Context: an optimization exercise on an open-source flow, tuned for small area, a short achievable clock period and few clock cycles per item. The choices shown serve that exercise and are no tape-out recipe. RTL that was checked went through simulation tests only; none was proved equivalent to the original. Power is estimated from default activity; no workload was simulated.

==> module mpuTop, before the edit <==
module mpuTop
#(
    parameter logic [4-1:0] peNum = '0
) (
    input  wire                     clk,
    input  wire                     reset,
    input  wire [64-1:0]    MsgData,
    input  wire                     MsgEmpty,
    input  wire [288-1:0]   CacheReadData,
    input  wire [256-1:0]   ReadData,
    input  wire                     ReadReady,
    input  wire                     AvFull,
    output logic                    MsgRead,
    output logic [10-1:0] CacheAddr,
    output logic                    CacheWriteEn,
    output logic [288-1:0]  CacheWriteData,
    output logic                    StartRead,
    output logic [33-1:0]  ReadAddress,
    output logic                    AvWrite,
    output logic [33-1:0] AvData
);
    localparam int VW = mpuPkg::VREC_WIDTH;
    logic stAddr;     
    logic stLook;     
    logic stFetch;    
    logic stPush;     
    logic [1:0] cmpSelC;
    logic [1:0] cmpSelR;
    logic idle;
    mpuPkg::msgFieldsT msg;
    logic [10-1:0] idxReg;
    mpuPkg::cacheLineT cacheLine;
    logic                    hit;
    logic [256-1:0]  base;
    logic [256-1:0]  newData;
    logic [32-1:0] newValExt;
    logic [1:0]              updV;
    logic [1:0]              degNz;
    logic                    update;
    logic                    push;
    logic                    finish;      
    logic                    done;
    assign idle      = !(stAddr || stLook || stFetch || stPush);
    assign cacheLine = CacheReadData;
    assign hit       = cacheLine.valid && (cacheLine.tag == msg.tag);
    assign newValExt = {{(32-31){1'b0}}, msg.newVal};
    assign base = stFetch ? ReadData : cacheLine.data;
    mpuPkg::vertexRecT rec0, rec1;
    mpuPkg::vertexRecT cRec0, cRec1, rRec0, rRec1;
    assign rec0  = base[0 +: VW];
    assign rec1  = base[VW +: VW];
    assign cRec0 = cacheLine.data[0 +: VW];
    assign cRec1 = cacheLine.data[VW +: VW];
    assign rRec0 = ReadData[0 +: VW];
    assign rRec1 = ReadData[VW +: VW];
    logic [32-1:0] nvInv;
    logic [32-1:0] cmpT0, cmpT1;
    assign nvInv = ~newValExt;
    assign cmpT0 = (rRec0.tempProp & {32{cmpSelR[0]}}) |
                   (cRec0.tempProp & {32{cmpSelC[0]}});
    assign cmpT1 = (rRec1.tempProp & {32{cmpSelR[1]}}) |
                   (cRec1.tempProp & {32{cmpSelC[1]}});
    lessThan32 cmp0 (.a(newValExt), .na(nvInv), .b(mpuPkg::byteSwap(cmpT0)), .en(!msg.which),
                     .lt(updV[0]));
    lessThan32 cmp1 (.a(newValExt), .na(nvInv), .b(mpuPkg::byteSwap(cmpT1)), .en(msg.which),
                     .lt(updV[1]));
    assign degNz[0] = rec0.edgeDeg != '0;
    assign degNz[1] = rec1.edgeDeg != '0;
    logic                    selC, selR;
    logic [1:0]              propC, propR;
    logic [32-1:0] nvSwap;
    logic [32-1:0] nvGate [2];
    assign selC   = !stFetch;
    assign selR   = stFetch;
    assign nvSwap = mpuPkg::byteSwap(newValExt);
    for (genvar v = 0; v < 2; v++) begin : gVtx
        assign propC[v]  = selC && !updV[v];
        assign propR[v]  = selR && !updV[v];
        assign nvGate[v] = nvSwap & {32{updV[v]}};
        for (genvar k = 0; k < VW; k++) begin : gBit
            if (k >= 64) begin : gProp
                propBit pb (.c(cacheLine.data[v*VW+k]), .r(ReadData[v*VW+k]),
                             .sc(propC[v]), .sr(propR[v]), .n(nvGate[v][k%32]),
                             .o(newData[v*VW+k]));
            end else if (k == 0) begin : gActive
                assign newData[v*VW] = (v == 0 ? rec0.active : rec1.active) ||
                                       (updV[v] && degNz[v]);
            end else begin : gPlain
                lineBit lb (.c(cacheLine.data[v*VW+k]), .r(ReadData[v*VW+k]),
                            .sc(selC), .sr(selR), .o(newData[v*VW+k]));
            end
        end
    end
    assign update = |updV;
    assign push   = msg.which ? (updV[1] && !rec1.active && degNz[1])
                              : (updV[0] && !rec0.active && degNz[0]);
    assign finish = (stLook && hit) || (stFetch && ReadReady);
    assign done   = (finish || stPush) && !AvFull;
    assign MsgRead      = !reset && !MsgEmpty && (idle || done);
    assign StartRead    = stLook && !hit;
    assign CacheWriteEn = (stLook && hit && update) || (stFetch && ReadReady);
    assign AvWrite      = !AvFull && ((finish && push) || stPush);
    assign CacheAddr    = stAddr ? MsgData[36 +: 10] : idxReg;
    logic fetchNext, pushNext, idleNext;
    assign fetchNext = (stLook && !hit) || (stFetch && !ReadReady);
    assign pushNext  = ((finish && push) || stPush) && AvFull;
    assign idleNext  = !MsgRead && !stAddr && !fetchNext && !pushNext;
    always_ff @(posedge clk) begin
        if (reset) begin
            stAddr  <= 1'b0;
            stLook  <= 1'b0;
            stFetch <= 1'b0;
            stPush  <= 1'b0;
            cmpSelC <= '0;
            cmpSelR <= '0;
        end else begin
            stAddr  <= MsgRead;
            stLook  <= stAddr;
            stFetch <= fetchNext;
            stPush  <= pushNext;
            cmpSelC[0] <= stAddr || idleNext;
            cmpSelC[1] <= stAddr || idleNext || pushNext;
            cmpSelR[0] <= fetchNext || pushNext;
            cmpSelR[1] <= fetchNext || pushNext || idleNext;
        end
    end
    always_ff @(posedge clk) begin
        if (reset) begin
            idxReg <= '0;
        end else if (stAddr) begin
            idxReg <= MsgData[36 +: 10];
        end
    end
    always_ff @(posedge clk) begin
        if (stAddr) begin
            msg.tag    <= MsgData[46 +: 18];
            msg.which  <= MsgData[35];
            msg.newVal <= MsgData[31-1:0];
        end
    end
    assign msg.index = idxReg;
    assign CacheWriteData = {1'b1, {(288-256-18-1){1'b0}}, msg.tag, newData};
    assign ReadAddress    = {1'b0, peNum, msg.tag[13-1:0], idxReg,
                             {5{1'b0}}};
    assign AvData         = {msg.tag, idxReg, msg.which,
                             {(33-18-10-1){1'b0}}};
endmodule
clock: 5.0 ns
lec_check: 0
cap_margin: 20
core_area: 7 7 203 203
cts_buf_list: sky130_fd_sc_hd__clkbuf_8
die_area: 0 0 210 210
place_density: 0.55
setup_slack_margin: 0.3
slew_margin: 20
synth_hierarchical: 1
synth_minimum_keep_size: 0
buffer_ports_args: -buffer_cell sky130_fd_sc_hd__buf_1
place_pins_args: -min_distance 1 -min_distance_in_tracks -exclude left:95-115
pre_io_placement_tcl: /design/flow/flow/pins.tcl
standard.sh (not shown) runs the stock make flow with config.mk's settings and CLKGATE_MAP_FILE= SYNTH_SCRIPT=/design/flow/synth_recipe.tcl, a recipe that flattens the netlist after the stock synthesis.
==> flow/flow/run.sh <==
#!/bin/bash
set -euo pipefail
HERE=$(pwd)
cat >> config.mk <<EOC
export BUFFER_PORTS_ARGS = -buffer_cell sky130_fd_sc_hd__buf_1
export PLACE_PINS_ARGS = -min_distance 1 -min_distance_in_tracks -exclude left:95-115
export PRE_IO_PLACEMENT_TCL = $HERE/flow/pins.tcl
EOC
bash standard.sh > flow.log 2>&1
==> flow/flow/pins.tcl <==
# Clock pin in the middle of the left edge, alone in the excluded stretch
place_pin -pin_name clk -layer met3 -location {0 105} -pin_size {0.6 0.6} -force_to_die_boundary
Next try:
--- a/flow/design.v
+++ b/flow/design.v
@@ -171,10 +171,8 @@
     logic stAddr;     
     logic stLook;     
     logic stFetch;    
     logic stPush;     
-    logic [1:0] cmpSelC;
-    logic [1:0] cmpSelR;
     logic idle;
     mpuPkg::msgFieldsT msg;
     logic [10-1:0] idxReg;
     mpuPkg::cacheLineT cacheLine;
@@ -201,18 +199,19 @@
     assign cRec1 = cacheLine.data[VW +: VW];
     assign rRec0 = ReadData[0 +: VW];
     assign rRec1 = ReadData[VW +: VW];
     logic [32-1:0] nvInv;
-    logic [32-1:0] cmpT0, cmpT1;
+    logic [1:0]              updC, updR;
     assign nvInv = ~newValExt;
-    assign cmpT0 = (rRec0.tempProp & {32{cmpSelR[0]}}) |
-                   (cRec0.tempProp & {32{cmpSelC[0]}});
-    assign cmpT1 = (rRec1.tempProp & {32{cmpSelR[1]}}) |
-                   (cRec1.tempProp & {32{cmpSelC[1]}});
-    lessThan32 cmp0 (.a(newValExt), .na(nvInv), .b(mpuPkg::byteSwap(cmpT0)), .en(!msg.which),
-                     .lt(updV[0]));
-    lessThan32 cmp1 (.a(newValExt), .na(nvInv), .b(mpuPkg::byteSwap(cmpT1)), .en(msg.which),
-                     .lt(updV[1]));
+    lessThan32 cmpC0 (.a(newValExt), .na(nvInv), .b(mpuPkg::byteSwap(cRec0.tempProp)),
+                      .en(stLook && !msg.which), .lt(updC[0]));
+    lessThan32 cmpC1 (.a(newValExt), .na(nvInv), .b(mpuPkg::byteSwap(cRec1.tempProp)),
+                      .en(stLook && msg.which), .lt(updC[1]));
+    lessThan32 cmpR0 (.a(newValExt), .na(nvInv), .b(mpuPkg::byteSwap(rRec0.tempProp)),
+                      .en(stFetch && !msg.which), .lt(updR[0]));
+    lessThan32 cmpR1 (.a(newValExt), .na(nvInv), .b(mpuPkg::byteSwap(rRec1.tempProp)),
+                      .en(stFetch && msg.which), .lt(updR[1]));
+    assign updV = updC | updR;
     assign degNz[0] = rec0.edgeDeg != '0;
     assign degNz[1] = rec1.edgeDeg != '0;
     logic                    selC, selR;
     logic [1:0]              propC, propR;
@@ -221,10 +220,10 @@
     assign selC   = !stFetch;
     assign selR   = stFetch;
     assign nvSwap = mpuPkg::byteSwap(newValExt);
     for (genvar v = 0; v < 2; v++) begin : gVtx
-        assign propC[v]  = selC && !updV[v];
-        assign propR[v]  = selR && !updV[v];
+        assign propC[v]  = selC && !updC[v];
+        assign propR[v]  = selR && !updR[v];
         assign nvGate[v] = nvSwap & {32{updV[v]}};
         for (genvar k = 0; k < VW; k++) begin : gBit
             if (k >= 64) begin : gProp
                 propBit pb (.c(cacheLine.data[v*VW+k]), .r(ReadData[v*VW+k]),
@@ -248,29 +247,19 @@
     assign StartRead    = stLook && !hit;
     assign CacheWriteEn = (stLook && hit && update) || (stFetch && ReadReady);
     assign AvWrite      = !AvFull && ((finish && push) || stPush);
     assign CacheAddr    = stAddr ? MsgData[36 +: 10] : idxReg;
-    logic fetchNext, pushNext, idleNext;
-    assign fetchNext = (stLook && !hit) || (stFetch && !ReadReady);
-    assign pushNext  = ((finish && push) || stPush) && AvFull;
-    assign idleNext  = !MsgRead && !stAddr && !fetchNext && !pushNext;
     always_ff @(posedge clk) begin
         if (reset) begin
             stAddr  <= 1'b0;
             stLook  <= 1'b0;
             stFetch <= 1'b0;
             stPush  <= 1'b0;
-            cmpSelC <= '0;
-            cmpSelR <= '0;
         end else begin
             stAddr  <= MsgRead;
             stLook  <= stAddr;
-            stFetch <= fetchNext;
-            stPush  <= pushNext;
-            cmpSelC[0] <= stAddr || idleNext;
-            cmpSelC[1] <= stAddr || idleNext || pushNext;
-            cmpSelR[0] <= fetchNext || pushNext;
-            cmpSelR[1] <= fetchNext || pushNext || idleNext;
+            stFetch <= (stLook && !hit) || (stFetch && !ReadReady);
+            stPush  <= ((finish && push) || stPush) && AvFull;
         end
     end
     always_ff @(posedge clk) begin
         if (reset) begin
Sequential share of layout area went down by 1.1 points.
Global-route usage went down by 5.1 points.
Worst setup slack is better by 37 ps.
Non-clock buffer count went down by 11.
Routed wire length went down by 18%.
Final cell count went up by about 4%.
Total power went down by about 7%.
No functional check of the RTL was part of any run of this note.

---

The RTL this note starts from:
==> flow/design.v <==
`timescale 1ns/1ns
`default_nettype none
package mpuPkg;
    typedef struct packed {
        logic [18-1:0]    tag;
        logic [10-1:0]  index;
        logic                     which;
        logic [31-1:0] newVal;
    } msgFieldsT;
    typedef struct packed {
        logic [32-1:0]    tempProp;
        logic [32-1:0]    prop;
        logic [32-1:0]    unused;
        logic [30-1:0] edgeDeg;
        logic                       spare;
        logic                       active;
    } vertexRecT;
    typedef logic [256-1:0] vertexPairU;
    typedef struct packed {
        logic                                            valid;
        logic [288-256-18-2:0]   pad;
        logic [18-1:0]                           tag;
        vertexPairU                                      data;
    } cacheLineT;
    typedef struct packed {
        msgFieldsT               msg;
        vertexPairU              base;       
        logic                    hit;
        logic [32-1:0] result;
        logic                    update;
        logic                    send;
    } updateJobT;
    typedef struct packed {
        logic [18-1:0]                                    tag;
        logic [10-1:0]                                  index;
        logic                                                     which;
        logic [33-18-10-2:0]      offset;
    } vertexIdT;
    localparam int VREC_WIDTH = 3*32 + 30 + 2;
    function automatic vertexRecT getVtx(input vertexPairU pair, input logic which);
        getVtx = which ? pair[VREC_WIDTH +: VREC_WIDTH] : pair[0 +: VREC_WIDTH];
    endfunction
    function automatic logic [32-1:0] byteSwap(input logic [32-1:0] value);
        byteSwap = {value[7:0], value[15:8], value[23:16], value[31:24]};
    endfunction
endpackage
`default_nettype wire
`timescale 1ns/1ns
`default_nettype none
module ltBit (
    input  wire  a,
    input  wire  na,
    input  wire  b,
    output logic nl,
    output logic ne
);
    assign nl = !(na && b);
    assign ne = a ^ b;
endmodule
module ltJoinP (
    input  wire  lh,
    input  wire  eh,
    input  wire  ll,
    input  wire  el,
    output logic nl,
    output logic ne
);
    assign nl = !(lh || (eh && ll));
    assign ne = !(eh && el);
endmodule
module ltJoinN (
    input  wire  nlh,
    input  wire  neh,
    input  wire  nll,
    input  wire  nel,
    output logic l,
    output logic e
);
    assign l = !(nlh && (neh || nll));
    assign e = !(neh || nel);
endmodule
module lessThan32 (
    input  wire [31:0] a,
    input  wire [31:0] na,
    input  wire [31:0] b,
    output logic       lt
);
    logic [31:0] l0, e0;
    logic [15:0] l1, e1;
    logic [7:0]  l2, e2;
    logic [3:0]  l3, e3;
    logic [1:0]  l4, e4;
    logic        e5;
    for (genvar i = 0; i < 32; i++) begin : g0
        ltBit bit0 (.a(a[i]), .na(na[i]), .b(b[i]), .nl(l0[i]), .ne(e0[i]));
    end
    for (genvar i = 0; i < 16; i++) begin : g1
        ltJoinN join1 (.nlh(l0[2*i+1]), .neh(e0[2*i+1]), .nll(l0[2*i]), .nel(e0[2*i]),
                       .l(l1[i]), .e(e1[i]));
    end
    for (genvar i = 0; i < 8; i++) begin : g2
        ltJoinP join2 (.lh(l1[2*i+1]), .eh(e1[2*i+1]), .ll(l1[2*i]), .el(e1[2*i]),
                       .nl(l2[i]), .ne(e2[i]));
    end
    for (genvar i = 0; i < 4; i++) begin : g3
        ltJoinN join3 (.nlh(l2[2*i+1]), .neh(e2[2*i+1]), .nll(l2[2*i]), .nel(e2[2*i]),
                       .l(l3[i]), .e(e3[i]));
    end
    for (genvar i = 0; i < 2; i++) begin : g4
        ltJoinP join4 (.lh(l3[2*i+1]), .eh(e3[2*i+1]), .ll(l3[2*i]), .el(e3[2*i]),
                       .nl(l4[i]), .ne(e4[i]));
    end
    ltJoinN join5 (.nlh(l4[1]), .neh(e4[1]), .nll(l4[0]), .nel(e4[0]), .l(lt), .e(e5));
endmodule
`default_nettype wire
`timescale 1ns/1ns
`default_nettype none
module lineBit (
    input  wire  c,      
    input  wire  r,      
    input  wire  sc,     
    input  wire  sr,     
    output logic o
);
    assign o = (c && sc) || (r && sr);
endmodule
module propBit (
    input  wire  c,
    input  wire  r,
    input  wire  sc,     
    input  wire  sr,     
    input  wire  n,      
    output logic o
);
    assign o = (c && sc) || (r && sr) || n;
endmodule
`default_nettype wire
`timescale 1ns/1ns
`default_nettype none
module mpuTop
#(
    parameter logic [4-1:0] peNum = '0
) (
    input  wire                     clk,
    input  wire                     reset,
    input  wire [64-1:0]    MsgData,
    input  wire                     MsgEmpty,
    input  wire [288-1:0]   CacheReadData,
    input  wire [256-1:0]   ReadData,
    input  wire                     ReadReady,
    input  wire                     AvFull,
    output logic                    MsgRead,
    output logic [10-1:0] CacheAddr,
    output logic                    CacheWriteEn,
    output logic [288-1:0]  CacheWriteData,
    output logic                    StartRead,
    output logic [33-1:0]  ReadAddress,
    output logic                    AvWrite,
    output logic [33-1:0] AvData
);
    localparam int VW = mpuPkg::VREC_WIDTH;
    logic stAddr;     
    logic stLook;     
    logic stFetch;    
    logic stPush;     
    logic cmpSelR;    
    logic idle;
    mpuPkg::msgFieldsT msg;
    logic [10-1:0] idxReg;
    mpuPkg::cacheLineT cacheLine;
    logic                    hit;
    logic [256-1:0]  base;
    logic [256-1:0]  newData;
    logic [32-1:0] newValExt;
    logic [1:0]              lt;
    logic [1:0]              updV;
    logic [1:0]              degNz;
    logic                    update;
    logic                    push;
    logic                    finish;      
    logic                    done;
    assign idle      = !(stAddr || stLook || stFetch || stPush);
    assign cacheLine = CacheReadData;
    assign hit       = cacheLine.valid && (cacheLine.tag == msg.tag);
    assign newValExt = {{(32-31){1'b0}}, msg.newVal};
    assign base = stFetch ? ReadData : cacheLine.data;
    mpuPkg::vertexRecT rec0, rec1;
    mpuPkg::vertexRecT cRec0, cRec1, rRec0, rRec1;
    assign rec0  = base[0 +: VW];
    assign rec1  = base[VW +: VW];
    assign cRec0 = cacheLine.data[0 +: VW];
    assign cRec1 = cacheLine.data[VW +: VW];
    assign rRec0 = ReadData[0 +: VW];
    assign rRec1 = ReadData[VW +: VW];
    logic [32-1:0] nvInv;
    logic [32-1:0] cmpT0, cmpT1;
    assign nvInv = ~newValExt;
    assign cmpT0 = cmpSelR ? rRec0.tempProp : cRec0.tempProp;
    assign cmpT1 = cmpSelR ? rRec1.tempProp : cRec1.tempProp;
    lessThan32 cmp0 (.a(newValExt), .na(nvInv), .b(mpuPkg::byteSwap(cmpT0)), .lt(lt[0]));
    lessThan32 cmp1 (.a(newValExt), .na(nvInv), .b(mpuPkg::byteSwap(cmpT1)), .lt(lt[1]));
    assign updV[0]  = lt[0] && !msg.which;
    assign updV[1]  = lt[1] && msg.which;
    assign degNz[0] = rec0.edgeDeg != '0;
    assign degNz[1] = rec1.edgeDeg != '0;
    logic                    selC, selR;
    logic [1:0]              propC, propR;
    logic [32-1:0] nvSwap;
    logic [32-1:0] nvGate [2];
    assign selC   = !stFetch;
    assign selR   = stFetch;
    assign nvSwap = mpuPkg::byteSwap(newValExt);
    for (genvar v = 0; v < 2; v++) begin : gVtx
        assign propC[v]  = selC && !updV[v];
        assign propR[v]  = selR && !updV[v];
        assign nvGate[v] = nvSwap & {32{updV[v]}};
        for (genvar k = 0; k < VW; k++) begin : gBit
            if (k >= 64) begin : gProp
                propBit pb (.c(cacheLine.data[v*VW+k]), .r(ReadData[v*VW+k]),
                             .sc(propC[v]), .sr(propR[v]), .n(nvGate[v][k%32]),
                             .o(newData[v*VW+k]));
            end else if (k == 0) begin : gActive
                assign newData[v*VW] = (v == 0 ? rec0.active : rec1.active) ||
                                       (updV[v] && degNz[v]);
            end else begin : gPlain
                lineBit lb (.c(cacheLine.data[v*VW+k]), .r(ReadData[v*VW+k]),
                            .sc(selC), .sr(selR), .o(newData[v*VW+k]));
            end
        end
    end
    assign update = |updV;
    assign push   = msg.which ? (updV[1] && !rec1.active && degNz[1])
                              : (updV[0] && !rec0.active && degNz[0]);
    assign finish = (stLook && hit) || (stFetch && ReadReady);
    assign done   = (finish || stPush) && !AvFull;
    assign MsgRead      = !reset && !MsgEmpty && (idle || done);
    assign StartRead    = stLook && !hit;
    assign CacheWriteEn = (stLook && hit && update) || (stFetch && ReadReady);
    assign AvWrite      = !AvFull && ((finish && push) || stPush);
    assign CacheAddr    = stAddr ? MsgData[36 +: 10] : idxReg;
    always_ff @(posedge clk) begin
        if (reset) begin
            stAddr  <= 1'b0;
            stLook  <= 1'b0;
            stFetch <= 1'b0;
            stPush  <= 1'b0;
            cmpSelR <= 1'b0;
        end else begin
            stAddr  <= MsgRead;
            stLook  <= stAddr;
            stFetch <= (stLook && !hit) || (stFetch && !ReadReady);
            stPush  <= ((finish && push) || stPush) && AvFull;
            cmpSelR <= (stLook && !hit) || (stFetch && !ReadReady) ||
                       (((finish && push) || stPush) && AvFull);
        end
    end
    always_ff @(posedge clk) begin
        if (reset) begin
            idxReg <= '0;
        end else if (stAddr) begin
            idxReg <= MsgData[36 +: 10];
        end
    end
    always_ff @(posedge clk) begin
        if (stAddr) begin
            msg.tag    <= MsgData[46 +: 18];
            msg.which  <= MsgData[35];
            msg.newVal <= MsgData[31-1:0];
        end
    end
    assign msg.index = idxReg;
    assign CacheWriteData = {1'b1, {(288-256-18-1){1'b0}}, msg.tag, newData};
    assign ReadAddress    = {1'b0, peNum, msg.tag[13-1:0], idxReg,
                             {5{1'b0}}};
    assign AvData         = {msg.tag, idxReg, msg.which,
                             {(33-18-10-1){1'b0}}};
endmodule
`default_nettype wire
clock: 5.0 ns
lec_check: 0
cap_margin: 20
core_area: 7 7 203 203
cts_buf_list: sky130_fd_sc_hd__clkbuf_8
die_area: 0 0 210 210
place_density: 0.55
setup_slack_margin: 0.3
slew_margin: 20
synth_hierarchical: 1
synth_minimum_keep_size: 0
buffer_ports_args: -buffer_cell sky130_fd_sc_hd__buf_1
place_pins_args: -min_distance 1 -min_distance_in_tracks -exclude left:95-115
pre_io_placement_tcl: /design/flow/flow/pins.tcl
Scripts as last shown in full above: flow/flow/run.sh, flow/flow/pins.tcl
Testbench counts at the start, summed over its fixed seeds: cycles 9,769, items 2,400.
Rerun with:
--- a/flow/design.v
+++ b/flow/design.v
@@ -80,8 +80,18 @@
     assign e = !(neh || nel);
 endmodule
+module ltJoinLast (
+    input  wire  nlh,
+    input  wire  neh,
+    input  wire  nll,
+    input  wire  en,
+    output logic l
+);
+    assign l = en && !(nlh && (neh || nll));
+endmodule
 module lessThan32 (
     input  wire [31:0] a,
     input  wire [31:0] na,
     input  wire [31:0] b,
+    input  wire        en,
     output logic       lt
 );
@@ -91,5 +101,4 @@
     logic [3:0]  l3, e3;
     logic [1:0]  l4, e4;
-    logic        e5;
     for (genvar i = 0; i < 32; i++) begin : g0
         ltBit bit0 (.a(a[i]), .na(na[i]), .b(b[i]), .nl(l0[i]), .ne(e0[i]));
@@ -111,5 +120,5 @@
                        .nl(l4[i]), .ne(e4[i]));
     end
-    ltJoinN join5 (.nlh(l4[1]), .neh(e4[1]), .nll(l4[0]), .nel(e4[0]), .l(lt), .e(e5));
+    ltJoinLast join5 (.nlh(l4[1]), .neh(e4[1]), .nll(l4[0]), .en(en), .l(lt));
 endmodule
 `default_nettype wire
@@ -173,5 +182,4 @@
     logic [256-1:0]  newData;
     logic [32-1:0] newValExt;
-    logic [1:0]              lt;
     logic [1:0]              updV;
     logic [1:0]              degNz;
@@ -198,8 +206,8 @@
     assign cmpT0 = cmpSelR ? rRec0.tempProp : cRec0.tempProp;
     assign cmpT1 = cmpSelR ? rRec1.tempProp : cRec1.tempProp;
-    lessThan32 cmp0 (.a(newValExt), .na(nvInv), .b(mpuPkg::byteSwap(cmpT0)), .lt(lt[0]));
-    lessThan32 cmp1 (.a(newValExt), .na(nvInv), .b(mpuPkg::byteSwap(cmpT1)), .lt(lt[1]));
-    assign updV[0]  = lt[0] && !msg.which;
-    assign updV[1]  = lt[1] && msg.which;
+    lessThan32 cmp0 (.a(newValExt), .na(nvInv), .b(mpuPkg::byteSwap(cmpT0)), .en(!msg.which),
+                     .lt(updV[0]));
+    lessThan32 cmp1 (.a(newValExt), .na(nvInv), .b(mpuPkg::byteSwap(cmpT1)), .en(msg.which),
+                     .lt(updV[1]));
     assign degNz[0] = rec0.edgeDeg != '0;
     assign degNz[1] = rec1.edgeDeg != '0;
Outcome: Design area goes down by 1.9%. Synthesized area rose by 0.39%. Cell count hardly moves. Via count rose by 1.1%. Clock power is higher by about 3%. Register-to-register slack improves by 80 ps. Die area does not change. Global-route usage increases by 3.8 points. Power fell by 0.79%. Worst hold slack barely changes. Fmax came out higher by 1.5%.
Testbench counts after the change, summed over its fixed seeds: cycles 9,769, items 2,400.

afterwards: timing with drivers on the ports:
The flow's constraints put no driver on any port. The routed layouts listed below were extracted and timed again, unchanged, in two steps.
Step 1 sets driving cells, clkbuf_16 on the clock port and buf_2 on the other inputs (assumed; they add their load-dependent delay and slew).
Step 2, shift: input delay + t, output delay - t, t = (earliest + latest rising clock arrival at the registers) / 2. This alone moves slack from input paths to output paths.
Three values: no drivers, after step 1, after step 2; two values: the first two.
run | t, ns | setup slack, ns | slew at the worst register clock pin (ns)
the first run of note 1 | 0.393 | 0.438 / 0.397 / 0.397 | 0.10 / 0.10
the second run of note 1 | 0.397 | 0.475 / 0.446 / 0.446 | 0.09 / 0.09
the first run of note 2 | 0.407 | 0.438 / 0.403 / 0.428 | 0.09 / 0.09
the second run of note 2 | 0.416 | 0.507 / 0.463 / 0.463 | 0.11 / 0.11
After both steps every run listed still meets setup and hold. For the second run of note 2, which loses most, drivers alone change the setup slack by -0.044 ns; drivers and shift together by -0.044 ns.
